This design comes from an exercise in tuning for small area, a short achievable clock period and few clock cycles per item on the open sky130 flow, not from production work. The RTL was checked by simulation tests, not by an equivalence proof against the original design. No activity file was given, so power comes from the tool's default toggle rates.

==> 06-21 <==
## array_mul_top
module array_mul_top (
   input  logic        clk,
   input  logic        arst_n,
   input  logic        in_valid,
   input  logic        para_mode,
   input  logic [15:0] a,
   input  logic [15:0] b,
   output logic        out_valid,
   output logic [31:0] p
);
==> flow/config.mk <==
export PLATFORM = sky130hd
export DESIGN_NAME = array_mul_top
export DESIGN_NICKNAME = array_mul_top
export VERILOG_FILES = /design/flow/design.v
export SDC_FILE = /design/flow/constraint.sdc
export NUM_CORES = 4
export LEC_CHECK = 0
export CAP_MARGIN = 20
export CORE_MARGIN = 2
export CORE_UTILIZATION = 40
export CTS_BUF_LIST = sky130_fd_sc_hd__clkbuf_4 sky130_fd_sc_hd__clkbuf_8
export CTS_CLUSTER_SIZE = 20
export SETUP_SLACK_MARGIN = 3.6
export SLEW_MARGIN = 20
export SYNTH_HIERARCHICAL = 1
export SYNTH_MINIMUM_KEEP_SIZE = 0
==> flow/constraint.sdc <==
create_clock -name core_clock -period 6.0 [get_ports {clk}]
set_input_delay 1.2000 -clock core_clock [delete_from_list [all_inputs] [get_ports {clk}]]
set_output_delay 1.2000 -clock core_clock [all_outputs]
set_load 0.01 [all_outputs]
standard.sh (not shown) runs the stock make flow with config.mk's settings and CLKGATE_MAP_FILE= SYNTH_SCRIPT=/design/flow/synth_recipe.tcl, a recipe that flattens the netlist after the stock synthesis.
==> flow/flow/run.sh <==
#!/bin/bash
# Own layout flow: the standard flow (standard.sh, unchanged steps) with three changes:
# port buffers of sky130_fd_sc_hd__buf_2, the delay cells (clkdlybuf4s*, dlygate*, dlymetal*)
# added to the platform's don't-use list so that repair uses plain buffers, and CTS without
# dummy loads. make's full output goes to orfs_make.log here; each ORFS step also keeps its
# own log under orfs/logs/.
set -euo pipefail
bash standard.sh "BUFFER_PORTS_ARGS=-buffer_cell sky130_fd_sc_hd__buf_1" \
  "DONT_USE_CELLS=sky130_fd_sc_hd__probe_p_8 sky130_fd_sc_hd__probec_p_8 sky130_fd_sc_hd__lpflow_bleeder_1 sky130_fd_sc_hd__lpflow_clkbufkapwr_1 sky130_fd_sc_hd__lpflow_clkbufkapwr_16 sky130_fd_sc_hd__lpflow_clkbufkapwr_2 sky130_fd_sc_hd__lpflow_clkbufkapwr_4 sky130_fd_sc_hd__lpflow_clkbufkapwr_8 sky130_fd_sc_hd__lpflow_clkinvkapwr_1 sky130_fd_sc_hd__lpflow_clkinvkapwr_16 sky130_fd_sc_hd__lpflow_clkinvkapwr_2 sky130_fd_sc_hd__lpflow_clkinvkapwr_4 sky130_fd_sc_hd__lpflow_clkinvkapwr_8 sky130_fd_sc_hd__lpflow_decapkapwr_12 sky130_fd_sc_hd__lpflow_decapkapwr_3 sky130_fd_sc_hd__lpflow_decapkapwr_4 sky130_fd_sc_hd__lpflow_decapkapwr_6 sky130_fd_sc_hd__lpflow_decapkapwr_8 sky130_fd_sc_hd__lpflow_inputiso0n_1 sky130_fd_sc_hd__lpflow_inputiso0p_1 sky130_fd_sc_hd__lpflow_inputiso1n_1 sky130_fd_sc_hd__lpflow_inputiso1p_1 sky130_fd_sc_hd__lpflow_inputisolatch_1 sky130_fd_sc_hd__lpflow_isobufsrc_1 sky130_fd_sc_hd__lpflow_isobufsrc_16 sky130_fd_sc_hd__lpflow_isobufsrc_2 sky130_fd_sc_hd__lpflow_isobufsrc_4 sky130_fd_sc_hd__lpflow_isobufsrc_8 sky130_fd_sc_hd__lpflow_isobufsrckapwr_16 sky130_fd_sc_hd__lpflow_lsbuf_lh_hl_isowell_tap_1 sky130_fd_sc_hd__lpflow_lsbuf_lh_hl_isowell_tap_2 sky130_fd_sc_hd__lpflow_lsbuf_lh_hl_isowell_tap_4 sky130_fd_sc_hd__lpflow_lsbuf_lh_isowell_4 sky130_fd_sc_hd__lpflow_lsbuf_lh_isowell_tap_1 sky130_fd_sc_hd__lpflow_lsbuf_lh_isowell_tap_2 sky130_fd_sc_hd__lpflow_lsbuf_lh_isowell_tap_4  sky130_fd_sc_hd__clkdlybuf4s15_1 sky130_fd_sc_hd__clkdlybuf4s15_2 sky130_fd_sc_hd__clkdlybuf4s18_1 sky130_fd_sc_hd__clkdlybuf4s18_2 sky130_fd_sc_hd__clkdlybuf4s25_1 sky130_fd_sc_hd__clkdlybuf4s25_2 sky130_fd_sc_hd__clkdlybuf4s50_1 sky130_fd_sc_hd__clkdlybuf4s50_2 sky130_fd_sc_hd__dlygate4sd1_1 sky130_fd_sc_hd__dlygate4sd2_1 sky130_fd_sc_hd__dlygate4sd3_1 sky130_fd_sc_hd__dlymetal6s2s_1 sky130_fd_sc_hd__dlymetal6s4s_1 sky130_fd_sc_hd__dlymetal6s6s_1" \
  "CTS_ARGS=-sink_clustering_enable -repair_clock_nets -dont_use_dummy_load -buf_list {sky130_fd_sc_hd__clkbuf_4 sky130_fd_sc_hd__clkbuf_8} -sink_clustering_size 20" \
  finish > orfs_make.log 2>&1
==> 07-02 (differences from 06-21) <==
Settings changed: CORE_UTILIZATION 40 to 50.
==> comparison table <==
Result of the run: 07-02 timing/DRC/antenna clean; 06-21 timing/DRC/antenna clean
Worst Slack Setup Final: 07-02 3.56 ns; 06-21 3.56 ns
Seq pwr share: 07-02 0.393; 06-21 0.394
Power in the clock group: 07-02 0.00115 W; 06-21 0.00120 W
Post-route insts no fill: 07-02 1344; 06-21 1404
Die Area: 07-02 24600 sq um; 06-21 30500 sq um
Share of the final layout cell area in multi-input gates: 07-02 0.516; 06-21 0.515
Utilization after layout: 07-02 0.590; 06-21 0.469
Startpoint of the worst-slack reg-to-reg timing path: 07-02 fs37_q1$_DFF_P_; 06-21 fc67_q1$_DFF_P_
HPWL after DPL: 07-02 17300 um; 06-21 17800 um
Final weighted congestion of routability-driven global placement: 07-02 0.799; 06-21 0.832
Worst-case vdd ir drop: 07-02 0.320 mV; 06-21 0.239 mV
Worst hold start: 07-02 sm7_q2$_DFF_P_; 06-21 sm3_q2$_DFF_P_
Number of clock-tree buffers in the layout: 07-02 41; 06-21 43
Sequential fraction of total cell area: 07-02 0.355; 06-21 0.354
Worst Setup EP: 07-02 p11_q2$_DFF_P_; 06-21 hs6_q2$_DFF_P_
Met3 layer wire length in the routed design: 07-02 1370 um; 06-21 1520 um
Detailed router's first-iteration violation count: 07-02 361; 06-21 326
Fmax: 07-02 410 MHz; 06-21 410 MHz
Well Taps: 07-02 313; 06-21 384
Testbench counts of 06-21, summed over its fixed seeds: cycles 4,016, items 4,000.
Testbench counts of 07-02, summed over its fixed seeds: cycles 4,016, items 4,000.

-- what the ideal ports hide --
How much do the figures lean on ideal ports? The routed layouts below were timed once more, with nothing changed but the port constraints.
Step 1 sets driving cells, clkbuf_16 on the clock port and buf_2 on the other inputs (assumed; they add their load-dependent delay and slew).
Step 2, shift: input delay + t, output delay - t, t = (earliest + latest rising clock arrival at the registers) / 2. This alone moves slack from input paths to output paths.
a / b / c = no drivers / after step 1 / after step 2; a / b = the first two.
run | shift t [ns] | setup slack, ns | worst setup path at the end | latest minus earliest clock arrival (ns)
06-21 | 0.561 | 3.559 / 3.559 / 3.024 | input to register | 0.041 / 0.042
07-02 | 0.553 | 3.564 / 3.564 / 3.059 | input to register | 0.064 / 0.065
After both steps setup and hold are still met in every run listed. The setup slack of 06-21, which loses most, moves by 0.000 ns with the drivers and by -0.535 ns with both steps.
